This is an optimization exercise on Yosys and OpenROAD, whose aim is small area, a short achievable clock period and few clock cycles, not a production implementation. In this exercise RTL edits were held to simulation tests only and were not proved equivalent to the original. Power is estimated from default activity; no workload was simulated.

$ cat flow/design.v
module multicycle_datapath #(
  parameter int              XLEN     = 32,
  parameter logic [XLEN-1:0] RESET_PC = '0,
  parameter int              NREGS    = 32
) (
  input  logic            clk,
  input  logic            reset,
  output logic            mem_req,
  output logic            mem_we,
  output logic [XLEN-1:0] mem_addr,
  output logic [XLEN-1:0] mem_wdata,
  input  logic            mem_ready,
  input  logic [XLEN-1:0] mem_rdata,
  output logic [XLEN-1:0] pc,
  output logic            retire,
  output logic            halt
);
  logic [31:0] rf [1:31];           
  logic        req_fetch;           
  logic        f_stale;             
  logic [31:2] fa;                  
  logic [31:2] maddr;
  logic [31:2] pcq;                 
  logic        stop;                
  logic        bt_v;
  logic [31:2] bt_pc, bt_tgt;
  logic        d_valid, d_jdone;    
  logic [31:0] d_ir;
  logic [31:2] d_pc;
  logic        e_valid, e_trap, e_wr, e_lw, e_sw, e_beq, e_jal;
  logic        e_add, e_inv, e_and, e_or, e_slt, e_sll, e_srl;
  logic        e_use1, e_use2;
  logic [4:0]  e_rd, e_rs1, e_rs2;
  logic [31:0] e_a, e_b;
  logic [11:0] e_imm;
  logic        m_valid, m_lw;
  logic [4:0]  m_rd;
  logic        w_v;
  logic [4:0]  w_rd;
  logic [31:0] w_d;
  assign mem_addr = {maddr, 2'b00};
  assign pc       = {pcq, 2'b00};
  logic [6:0] opcode, f7;
  logic [2:0] f3;
  logic [4:0] rd, rs1, rs2;
  assign opcode = d_ir[6:0];
  assign rd     = d_ir[11:7];
  assign f3     = d_ir[14:12];
  assign rs1    = d_ir[19:15];
  assign rs2    = d_ir[24:20];
  assign f7     = d_ir[31:25];
  logic [31:0] imm_i, imm_j;
  assign imm_i = {{20{d_ir[31]}}, d_ir[31:20]};
  assign imm_j = {{11{d_ir[31]}}, d_ir[31], d_ir[19:12], d_ir[20], d_ir[30:21], 1'b0};
  logic is_r, is_i, is_alu, is_lw, is_sw, is_beq, is_jal, legal;
  always_comb begin
    is_r   = opcode == 7'b0110011;
    is_i   = opcode == 7'b0010011;
    is_alu = is_r || is_i;
    is_lw  = opcode == 7'b0000011;
    is_sw  = opcode == 7'b0100011;
    is_beq = opcode == 7'b1100011;
    is_jal = opcode == 7'b1101111;
    legal  = 1'b0;
    if (is_r)
      case (f3)
        3'b000:                         legal = (f7 == 7'h00) || (f7 == 7'h20);
        3'b001, 3'b010, 3'b101, 3'b110,
        3'b111:                         legal = (f7 == 7'h00);
        default:                        legal = 1'b0;
      endcase
    else if (is_i)
      legal = (f3 == 3'b000) || (f3 == 3'b010) || (f3 == 3'b110) || (f3 == 3'b111);
    else if (is_lw || is_sw)
      legal = (f3 == 3'b010);
    else if (is_beq)
      legal = (f3 == 3'b000);
    else if (is_jal)
      legal = 1'b1;
  end
  logic d_use1, d_use2;
  assign d_use1 = (is_alu || is_lw || is_sw || is_beq) && rs1 != 5'd0;
  assign d_use2 = (is_r || is_sw || is_beq) && rs2 != 5'd0;
  logic [31:0] pc4, sum, e_res, e_addr, e_tgt;
  logic        slt_r, e_eq;
  assign pc4   = pc + 32'd4;
  assign sum   = e_a + (e_b ^ {32{e_inv}}) + {31'd0, e_inv};
  assign slt_r = (e_a[31] != e_b[31]) ? e_a[31] : sum[31];
  always_comb begin
    e_res = ({32{e_add}} & sum) | ({32{e_and}} & (e_a & e_b))
          | ({32{e_or}} & (e_a | e_b)) | ({32{e_sll}} & (e_a << e_b[4:0]))
          | ({32{e_srl}} & (e_a >> e_b[4:0])) | ({32{e_jal}} & pc4);
    e_res[0] = e_res[0] | (e_slt & slt_r);
  end
  assign e_addr = e_a + {{20{e_imm[11]}}, e_imm};
  assign e_tgt  = pc + {{19{e_imm[11]}}, e_imm, 1'b0};
  assign e_eq   = e_a == e_b;
  logic held, acc;
  assign acc  = mem_req && mem_ready;
  assign held = mem_req && !mem_ready;
  logic e_run, e_trapnow, e_mem, e_memgo, e_done, e_redir, e_free, stop_n;
  assign e_run     = e_valid && !m_valid && !stop;
  assign e_mem     = e_lw || e_sw;
  assign e_trapnow = e_trap || (e_mem && e_addr[1:0] != 2'b00) || (e_beq && e_eq && e_imm[0]);
  assign e_memgo   = e_run && !e_trapnow && e_mem && !held;
  assign e_done    = e_run && !e_trapnow && !e_mem;
  assign e_redir   = e_done && e_beq && e_eq;
  assign e_free    = !e_valid || (e_run && !(e_mem && held));
  assign stop_n    = stop || (e_run && e_trapnow);
  logic m_done;
  assign m_done = m_valid && mem_ready;
  logic [31:0] r1, r2, op1, op2, d_tgt;
  logic        d_redir, bt_new;
  always_comb begin
    r1 = '0;
    r2 = '0;
    for (int i = 1; i < 32; i++) begin
      r1 = r1 | ({32{rs1 == 5'(i)}} & rf[i]);
      r2 = r2 | ({32{rs2 == 5'(i)}} & rf[i]);
    end
    if (e_valid && e_wr && e_rd == rs1)      op1 = e_res;
    else if (m_valid && m_lw && m_rd == rs1) op1 = mem_rdata;
    else if (w_v && w_rd == rs1)             op1 = w_d;
    else                                     op1 = r1;
    if (e_valid && e_wr && e_rd == rs2)      op2 = e_res;
    else if (m_valid && m_lw && m_rd == rs2) op2 = mem_rdata;
    else if (w_v && w_rd == rs2)             op2 = w_d;
    else                                     op2 = r2;
  end
  assign d_tgt   = {d_pc, 2'b00} + (is_jal ? imm_j : 32'd4);
  assign bt_new  = d_valid && is_jal && !d_ir[21] && !d_jdone;
  assign d_redir = d_valid && !e_redir && !stop && (is_jal ? bt_new : d_jdone);
  logic d_take, f_ok, redir, bt_hit;
  logic [31:2] fa_n;
  assign bt_hit = bt_v && fa == bt_pc;
  assign redir  = e_redir || d_redir;
  assign d_take = !d_valid || e_free;
  assign f_ok   = acc && req_fetch && !f_stale && !redir && d_take;
  always_comb begin
    if (e_redir)      fa_n = e_tgt[31:2];
    else if (d_redir) fa_n = d_tgt[31:2];
    else if (f_ok)    fa_n = bt_hit ? bt_tgt : fa + 30'd1;
    else              fa_n = fa;
  end
  always_ff @(posedge clk) begin
    if (!reset) begin
      mem_req <= 1'b1; req_fetch <= 1'b1; mem_we <= 1'b0;
      f_stale <= 1'b0; fa <= RESET_PC[31:2]; pcq <= RESET_PC[31:2];
      d_valid <= 1'b0; e_valid <= 1'b0; m_valid <= 1'b0; w_v <= 1'b0; bt_v <= 1'b0;
      retire <= 1'b0; halt <= 1'b0; stop <= 1'b0;
    end else begin
      stop   <= stop_n;
      halt   <= halt || (stop_n && !held);
      retire <= e_done || m_done;
      if (e_done)       pcq <= e_redir ? e_tgt[31:2] : (e_jal ? e_b[31:2] : pc4[31:2]);
      else if (e_memgo) pcq <= pc4[31:2];
      fa <= fa_n;
      if (held) begin
        f_stale <= f_stale || (req_fetch && redir);
      end else begin
        f_stale <= 1'b0;
        if (e_memgo) begin
          mem_req <= 1'b1; req_fetch <= 1'b0; mem_we <= e_sw;
        end else if (stop_n) begin
          mem_req <= 1'b0; req_fetch <= 1'b0; mem_we <= 1'b0;
        end else begin
          mem_req <= 1'b1; req_fetch <= 1'b1; mem_we <= 1'b0;
        end
      end
      if (e_memgo)     m_valid <= 1'b1;
      else if (m_done) m_valid <= 1'b0;
      w_v <= (e_done && e_wr) || (m_done && m_lw);
      if (bt_new) bt_v <= 1'b1;
      if (d_take) d_valid <= f_ok;
      else if (e_redir) d_valid <= 1'b0;
      if (e_free) e_valid <= d_valid && !e_redir;
    end
  end
  always_ff @(posedge clk) begin
    if (!reset) maddr <= RESET_PC[31:2];
    else if (!held) begin
      if (e_memgo) begin
        maddr <= e_addr[31:2]; mem_wdata <= e_b;
      end else maddr <= fa_n;
    end
    if (e_memgo) begin
      m_lw <= e_lw && e_rd != 5'd0; m_rd <= e_rd;
    end
    w_rd <= m_valid ? m_rd : e_rd;
    w_d  <= m_valid ? mem_rdata : e_res;
    if (bt_new) begin
      bt_pc <= d_pc; bt_tgt <= d_tgt[31:2];
    end
    if (d_take) begin
      d_ir <= mem_rdata; d_pc <= maddr; d_jdone <= bt_hit;
    end else if (d_redir) d_jdone <= is_jal;
    if (e_free) begin
      e_trap <= !legal || (is_jal && d_ir[21]);
      e_wr   <= (is_alu || is_jal) && rd != 5'd0;
      e_lw   <= is_lw; e_sw <= is_sw; e_beq <= is_beq; e_jal <= is_jal;
      e_add  <= is_alu && f3 == 3'b000;
      e_inv  <= is_alu && ((f3 == 3'b000 && is_r && f7[5]) || f3 == 3'b010);
      e_and  <= is_alu && f3 == 3'b111;
      e_or   <= is_alu && f3 == 3'b110;
      e_slt  <= is_alu && f3 == 3'b010;
      e_sll  <= is_r && f3 == 3'b001;
      e_srl  <= is_r && f3 == 3'b101;
      e_use1 <= d_use1; e_use2 <= d_use2;
      e_rd   <= rd; e_rs1 <= rs1; e_rs2 <= rs2;
      e_a    <= is_jal ? 32'd0 : op1;
      e_b    <= (is_r || is_sw || is_beq) ? op2 : (is_jal ? d_tgt : imm_i);
      e_imm  <= is_sw ? {d_ir[31:25], d_ir[11:7]}
              : (is_beq ? {d_ir[31], d_ir[7], d_ir[30:25], d_ir[11:8]} : d_ir[31:20]);
    end else if (m_valid && m_lw) begin
      if (e_use1 && e_rs1 == m_rd) e_a <= mem_rdata;
      if (e_use2 && e_rs2 == m_rd) e_b <= mem_rdata;
    end
  end
  always_ff @(posedge clk) begin
    if (w_v) rf[w_rd] <= w_d;
  end
endmodule
$ cat flow/run.sh
#!/bin/bash
# synth_recipe.tcl (not shown) runs the flow's synth.tcl, then flattens the netlist and writes it again
# the make line also repeats each setting of config.mk as NAME=value (left out here)
make -C /OpenROAD-flow-scripts/flow DESIGN_CONFIG=/design/flow/config.mk WORK_HOME=/design/flow/orfs CLKGATE_MAP_FILE= SYNTH_SCRIPT=/design/flow/synth_recipe.tcl finish
$ cat flow/config.mk
export PLATFORM = sky130hd
export DESIGN_NAME = multicycle_datapath
export DESIGN_NICKNAME = multicycle_datapath
export VERILOG_FILES = /design/flow/design.v
export SDC_FILE = /design/flow/constraint.sdc
export NUM_CORES = 4
export LEC_CHECK = 0
export CAP_MARGIN = 20
export CORE_MARGIN = 2
export CORE_UTILIZATION = 40
export SETUP_SLACK_MARGIN = 4
export SLEW_MARGIN = 20
export TNS_END_PERCENT = 5
$ cat flow/constraint.sdc
create_clock -name core_clock -period 8.0 [get_ports {clk}]
set_input_delay 1.6000 -clock core_clock [delete_from_list [all_inputs] [get_ports {clk}]]
set_output_delay 1.6000 -clock core_clock [all_outputs]
set_load 0.01 [all_outputs]
==> flow_summary_export.csv, run 1 <==
group,metric,value,unit
outcome,outcome,"timing/DRC/antenna clean",
logic_synthesis,syn_area_per_cell,11.32,um2
floorplan,fp.coreArea,180500,um2
logic_synthesis,synth-edff-count,1259,
clock_network,cts_tree,"built",
logic_synthesis,syn_area,72640,um2
clock_network,clock_path_buffers,3,
logic_synthesis,syn_inst,6417,
critical_path,worstSetupEndpointType,"register",
logic_synthesis,yosysMostFrequentCell,"edfxtp_1",
final_layout,fillerInstances,16030,
sta,fmax,0.2268,GHz
critical_path,path_class,"reg -> reg",
sta,finalClockSkew,0.07286,ns
pwr,p_sw,0.006687,W
route,vias,66490,
pwr,power_leakage,30.33,nW
pwr,vdd_drop_max,0.1806,mV
final_layout,area_delta_synth_final,17.71,%
placement,hpwl,218000,um
clock_network,cts_sinks,1398,
route,route.detailed.drc,0,
pwr,p_comb_frac,0.204,
placement,gp_congestion,1.000,
clock_network,path_clk_slew,0.06,ns
route,first_pass_iters,11,
critical_path,required,8.65,ns
sta,finalSetupViolations,0,
floorplan,ioPinCount,135,
global_routing,grt_overflow,0,
flow_run,maxCapViolations,0,
pwr,power_density,245.9,nW/um2
logic_synthesis,synthArstFlopShare,0,
logic_synthesis,ys_warn_count,1,
logic_synthesis,ys_types,100,
route,ant_nets,0,
sta,finalMaxSlewViolations,0,
floorplan,die_h,430.1,um
logic_synthesis,synth-seq-area-share,0.5588,
logic_synthesis,synth_seq_cells,1398,
logic_synthesis,synth_commonest_cells,"edfxtp_1, a22oi_1, nand2_1, nor2_1, a21oi_1",
pwr,switching_share,0.3181,
route,drt-total-wl,365300,um
floorplan,rows,156,
critical_path,cp.buffers_inverters,2,
sta,period_share,0.5512,
route,vias_per_cell,7.252,
logic_synthesis,synthTopCellsByArea,"edfxtp_1, a22oi_1, dfxtp_1",
floorplan,initial_core_util,0.4023,
placement,port_buffers,130,
logic_synthesis,yosys.area.top_type,"edfxtp_1",
sta,whs,0.4580,ns
sta,hold_violations,0,
logic_synthesis,synth_top_area_frac,0.5205,
critical_path,critPathMaxFanout,15,
global_routing,antenna_found_initial,26,
floorplan,die-area,185000,um2
global_routing,grt_max_degree,70,
hold_path,hold_class,"reg -> reg",
clock_network,clock_latency,0.84,ns
clock_network,root_buffer,"clkbuf_16",
sta,slew-limit-headroom,0.1969,
floorplan,die_x,430.1,um
sta,final.min_clock_period,4.410,ns
critical_path,critical_path.max_stage_delay,0.67,ns
critical_path,crit_family,"simple AND/OR/NAND/NOR gates",
pwr,clkPwrFrac,0.349,
clock_network,htreeDepth,4,
global_routing,grtUsageTotal,0.3792,
clock_network,cts_inserted_buffers,148,
final_layout,layout.nets,6874,
route,wl_per_cell,39.84,um
critical_path,slowest_stage,"nor2_4",
sta,worstMarginPinSlew,1.203,ns
critical_path,start_kind,"register",
logic_synthesis,synth_flop_cell,"edfxtp_1",
global_routing,grt_pass1_vias,61360,
sta,rsz0062_at_grt,"true",
pwr,intPower,0.01433,W
final_layout,drive_gt1_frac,0.1490,
pwr,p_seq_frac,0.447,
sta,tns,0,ns
global_routing,grt_pass1_wl,491000,um
critical_path,crit_chain,"buf_4 > or3b_2 > nor2_4 > buf_4 > a22oi_1 > nand2_1 > nor3_1 > a31oi_1 > mux2i_1 > nand2_1 > o211ai_1 > a31oi_1",
route,drt_iter0_markers,14930,
critical_path,cp.arrival,5.06,ns
## flip-flops by register name, indices dropped and copies added (netlist names), 5 cells and up
register / flops
w_d: 32
e_rd: 5
w_rd: 5
d_pc: 30
m_rd: 5
pcq: 30
bt_tgt: 30
fa: 30
mem_wdata: 32
bt_pc: 30
e_b: 32
e_a: 32
e_rs1: 5
e_imm: 12
maddr: 30
d_ir: 32
rf: 992
e_rs2: 5
## timing repair
item	in CTS	in global routing
gates resized for setup	174	59
buffers inserted	110	48
cloned	3	3
pin swaps	71	25
hold buffers	0	0
endpoints found under the setup margin	273	202
## layout by cell type (no fill, tap or decap), drive strengths merged, types with 57 or more instances in the layout
cell,n
edfxtp,1259
a22oi,861
nand2,584
nor2,487
buf,364
a21oi,339
o21ai,276
clkbuf,206
ha,186
nand3,178
dfxtp,139
inv,131
clkdlybuf4s50,129
nor3,121
xnor2,118
xor2,97
nand4,92
mux2i,88
nor4,76
a31oi,73
a222oi,62
a211oi,57
## cell type report
cell class / instances / area [um2] / area share
Inverter: 136 / 526.8 / 0.006161
Sequential cell: 1398 / 40600 / 0.4748
Clock inverter: 74 / 1055 / 0.01234
Multi-Input combinational cell: 4468 / 31640 / 0.3700
Clock buffer: 204 / 4119 / 0.04817
Tap cell: 2370 / 2965 / 0.03468
Antenna cell: 22 / 55.05 / 0.0006439
Timing Repair Buffer: 497 / 4547 / 0.05318
## power groups by stage
stage	Sequential [W]	Clock, W	Combinational (W)
after CTS	0.00938	0.00731	0.00390
after global routing	0.00940	0.00760	0.00443
final	0.00939	0.00734	0.00430
after detailed placement	0.00959	0	0.00369
after floorplan	0.00923	0	0.00225
after global placement	0.00957	0	0.00366
## final timing paths
kind | startpoint | to | slack [ns] | cells past startpoint
worst max-delay path | d_ir[21]$_DFFE_PN_ | e_b[10]$_DFFE_PP_ | 3.59 | 12
worst min register to register | halt$_SDFF_PN0_ | halt$_SDFF_PN0_ | 0.46 | 2
worst max register to register | d_ir[21]$_DFFE_PN_ | e_b[10]$_DFFE_PP_ | 3.59 | 12
worst min-delay path | halt$_SDFF_PN0_ | halt$_SDFF_PN0_ | 0.46 | 2
## routing by layer
metal,GRT usage,vias to the layer above,part of all wire
met5,0.006245,-,0.0010
met4,0.2901,26,0.099
met3,0.1500,1955,0.16
met2,0.5497,6794,0.41
met1,0.4504,31930,0.33
li1,-,25790,-
## worst register-to-register path, stage by stage, from the launching register on
cell,delay (ns)
edfxtp_1,0.52
buf_4,0.30
or3b_2,0.67
nor2_4,0.68
buf_4,0.49
a22oi_1,0.17
nand2_1,0.10
nor3_1,0.06
a31oi_1,0.64
mux2i_1,0.17
nand2_1,0.11
o211ai_1,0.14
a31oi_1,0.25
## stage by stage
step	std cells	util	power (W)	instance area, um2	worst slack [ns]
after floorplan	6420	-	0.01148	72670	3.116
after global placement	8699	0.4293	0.01323	77510	2.173
after detailed placement	8701	0.4296	0.01327	77560	2.134
after CTS	9092	0.4686	0.02060	84610	3.703
after global routing	9151	0.4733	0.02143	85460	3.599
final	9169	0.4736	0.02102	85500	3.590
## logic make-up after synthesis
family / Yosys count / synth area share
multiplexers: 190 / 0.03636
adder cells (fa/ha/maj): 190 / 0.03314
AND/OR/NAND/NOR: 1780 / 0.1141
other: 1 / 0.00005162
flip-flops: 1398 / 0.5588
AO/OA/AOI/OAI: 2087 / 0.2004
buffers and inverters: 556 / 0.03111
XOR/XNOR: 215 / 0.02613
Testbench counts, summed over its fixed seeds: cycles 18,677.
==> run 2, diff against run 1 <==
--- a/flow/config.mk
+++ b/flow/config.mk
@@ -9,5 +9,3 @@
 export CORE_MARGIN = 2
 export CORE_UTILIZATION = 40
-export SETUP_SLACK_MARGIN = 4
 export SLEW_MARGIN = 20
-export TNS_END_PERCENT = 5
==> flow_summary_export.csv, run 2 <==
group,metric,value,unit
outcome,outcome,"timing/DRC/antenna clean",
logic_synthesis,synth_flop_cell,"edfxtp_1",
critical_path,worstSetupEndpointType,"register",
pwr,vdd_drop_max,0.2039,mV
global_routing,antenna_found_initial,14,
logic_synthesis,synth_commonest_cells,"edfxtp_1, a22oi_1, nand2_1, nor2_1, a21oi_1",
logic_synthesis,syn_area,72640,um2
global_routing,grt_pass1_vias,60630,
floorplan,die-area,185000,um2
clock_network,clock_path_buffers,3,
pwr,p_seq_frac,0.455,
route,vias,65210,
clock_network,path_clk_slew,0.07,ns
logic_synthesis,synthTopCellsByArea,"edfxtp_1, a22oi_1, dfxtp_1",
sta,worstMarginPinSlew,1.269,ns
flow_run,maxCapViolations,0,
clock_network,cts_sinks,1398,
critical_path,critPathMaxFanout,30,
placement,port_buffers,130,
pwr,clkPwrFrac,0.350,
floorplan,ioPinCount,135,
pwr,power_leakage,29.27,nW
clock_network,cts_inserted_buffers,151,
global_routing,grt_overflow,0,
final_layout,area_delta_synth_final,13.95,%
final_layout,final-seq-area,40600,um2
route,drt-total-wl,364700,um
global_routing,grtUsageTotal,0.3803,
logic_synthesis,synth_top_area_frac,0.5205,
critical_path,cp.arrival,6.62,ns
clock_network,ctsResizeCount,0,
pwr,power,0.02079,W
placement,hpwl,225000,um
sta,tns,0,ns
sta,finalMaxSlewViolations,0,
critical_path,slowest_stage,"o311ai_1",
global_routing,grt_max_degree,66,
logic_synthesis,synth-edff-count,1259,
critical_path,start_kind,"register",
critical_path,reg2reg_from,"d_ir[6]$_DFFE_PN_",
sta,rsz0062_at_grt,"false",
placement,gp_congestion,0.9954,
sta,final.min_clock_period,5.985,ns
logic_synthesis,synth-seq-area-share,0.5588,
logic_synthesis,yosys.area.top_type,"edfxtp_1",
sta,finalClockSkew,0.05158,ns
final_layout,fillerInstances,16310,
critical_path,required,8.63,ns
logic_synthesis,syn_area_per_cell,11.32,um2
hold_path,hold_class,"reg -> reg",
final_layout,final_common_cell,"edfxtp_1",
final_layout,multi_input_area,30620,um2
logic_synthesis,synth_seq_cells,1398,
route,vias_per_cell,7.237,
route,drt_iter0_markers,13510,
clock_network,holdBufCountCts,0,
final_layout,layout.nets,6727,
logic_synthesis,ys_warn_count,1,
final_layout,final_cell_mix,"edfxtp_1, a22oi_1, nand2_1",
route,first_pass_iters,13,
critical_path,crit_start,"d_ir[6]$_DFFE_PN_",
final_layout,drive_gt1_frac,0.1116,
logic_synthesis,ys_types,100,
logic_synthesis,yosysMostFrequentCell,"edfxtp_1",
critical_path,timing.rr.end,"e_b[30]$_DFFE_PP_",
route,wl_per_cell,40.47,um
final_layout,largest_reg_flops,992,
floorplan,die_x,430.1,um
sta,hold_violations,0,
sta,slew-limit-headroom,0.1454,
floorplan,fp.coreArea,180500,um2
critical_path,rrSetupSlack,2.01,ns
clock_network,clock_latency,0.83,ns
clock_network,cts_setup_buffers,0,
pwr,switching_share,0.3224,
global_routing,grt_pass1_wl,492000,um
clock_network,cts_tree,"built",
clock_network,htreeDepth,4,
sta,fmax,0.1671,GHz
logic_synthesis,syn_inst,6417,
final_layout,regMostFlops,"rf",
critical_path,path_class,"reg -> reg",
clock_network,root_buffer,"clkbuf_16",
sta,period_share,0.7481,
critical_path,crit_chain,"nand2_2 > or4_4 > inv_1 > nand2_1 > inv_1 > ha_1 > nand4_1 > nor3_1 > nand3_1 > a21oi_1 > nor3_1 > o311ai_1 > a21boi_0 > o211ai_1",
floorplan,rows,156,
route,route.detailed.drc,0,
floorplan,initial_core_util,0.4023,
pwr,p_comb_frac,0.195,
critical_path,critPathCapture,"e_b[30]$_DFFE_PP_",
sta,finalSetupViolations,0,
logic_synthesis,synthArstFlopShare,0,
route,ant_nets,0,
critical_path,rr_worst_depth,14,
pwr,power_density,251.1,nW/um2
pwr,intPower,0.01409,W
critical_path,critical_path.max_stage_delay,1.05,ns
pwr,p_sw,0.006702,W
floorplan,die_h,430.1,um
hold_path,min_from,"mem_we$_SDFFE_PN0N_",
==> run 2: cells by family (layout without fill, tap and decap cells) <==
| family | after synthesis | in the layout | synth area share |
|---|---|---|---|
| other | 1 | 14 | 0.00005162 |
| DFF | 1398 | 1398 | 0.5588 |
| AOI/OAI and AO/OA | 2087 | 2087 | 0.2004 |
| muxes | 190 | 190 | 0.03636 |
| buffers and inverters | 556 | 766 | 0.03111 |
| xor gates and xnor gates | 215 | 215 | 0.02613 |
| and+or+nand+nor | 1780 | 1780 | 0.1141 |
| adders and majority gates | 190 | 190 | 0.03314 |
==> run 2: per-stage QoR <==
stage / instances / cell area (um2) / hold slack [ns] / setup WS (ns) / util
4_1_cts: 8999 / 82720 / 0.4610 / 2.197 / 0.4581
3_5_place_dp: 8718 / 77630 / 0.4526 / 2.226 / 0.4300
3_3_place_gp: 8717 / 77610 / 0.4528 / 2.268 / 0.4299
2_1_floorplan: 6420 / 72660 / 0.4206 / 2.377 / -
6_report: 9010 / 82770 / 0.4618 / 2.015 / 0.4584
5_1_grt: 9002 / 82750 / 0.4994 / 1.798 / 0.4583
==> run 2: worst min path at each step <==
stage / cells after the start / to / slack (ns)
after floorplan: 0 / e_rs2[1]$_DFFE_PN_ / 0.42
after global placement: 2 / mem_we$_SDFFE_PN0N_ / 0.45
after detailed placement: 2 / mem_we$_SDFFE_PN0N_ / 0.45
after CTS: 2 / mem_we$_SDFFE_PN0N_ / 0.46
after global routing: 2 / mem_we$_SDFFE_PN0N_ / 0.50
final: 2 / mem_we$_SDFFE_PN0N_ / 0.46
==> run 2: power groups by stage <==
stage,Clock (W),Sequential (W),Combinational (W)
2_1_floorplan,0,0.00923,0.00225
3_3_place_gp,0,0.00954,0.00383
3_5_place_dp,0,0.00955,0.00383
4_1_cts,0.00726,0.00939,0.00385
5_1_grt,0.00755,0.00946,0.00421
6_report,0.00727,0.00945,0.00406
==> run 2: worst max-delay path: cells and delay by family, from the launching register on <==
family          cells  cell delay (ns)
fa+ha+maj           1             0.33
buf+inv             2             1.17
compound gates      4             1.94
simple gates        7             1.85
flops               1             0.47
==> run 2: area by class of cell <==
class,instances,share of cell area
Sequential cell,1398,0.4905
Multi-Input combinational cell,4466,0.3699
Clock buffer,205,0.05055
Tap cell,2370,0.03583
Timing Repair Buffer,349,0.03577
Clock inverter,76,0.01091
Inverter,136,0.006168
Antenna cell,10,0.0003023
==> run 2: routing by layer <==
layer	vias to the layer above	GRT usage	wire length, um
met5	-	0.001041	141
li1	25480	-	-
met3	1788	0.1471	56620
met4	16	0.2692	33100
met2	6616	0.5525	151900
met1	31310	0.4619	122900

[separate check: timing with driven ports]
In the flow no input, the clock included, has a driving cell. The finished layouts below were timed again as built, in two steps.
Step 1 (the two cells are an assumption about what drives the block):
set clk [get_ports {clk}]
set_driving_cell -lib_cell sky130_fd_sc_hd__clkbuf_16 $clk
set_driving_cell -lib_cell sky130_fd_sc_hd__buf_2 [delete_from_list [all_inputs] $clk]
Step 2, shift: input delay + t, output delay - t, t = (earliest + latest rising clock arrival at the registers) / 2. This alone moves slack from input paths to output paths.
Three values: no drivers, after step 1, after step 2; two values: the first two.
run | t, ns | setup slack, ns | worst setup path after step 2 | clock arrival spread, ns | worst slew at a driven data input, ns
run 1 | 0.881 | 3.590 / 3.590 / 2.968 | input to register | 0.073 / 0.074 | 0.18
run 2 | 0.886 | 2.015 / 2.015 / 2.015 | register to register | 0.051 / 0.052 | 0.19
After both steps setup and hold are still met in every run listed. The setup slack of run 1, which loses most, moves by 0.000 ns with the drivers and by -0.622 ns with both steps.
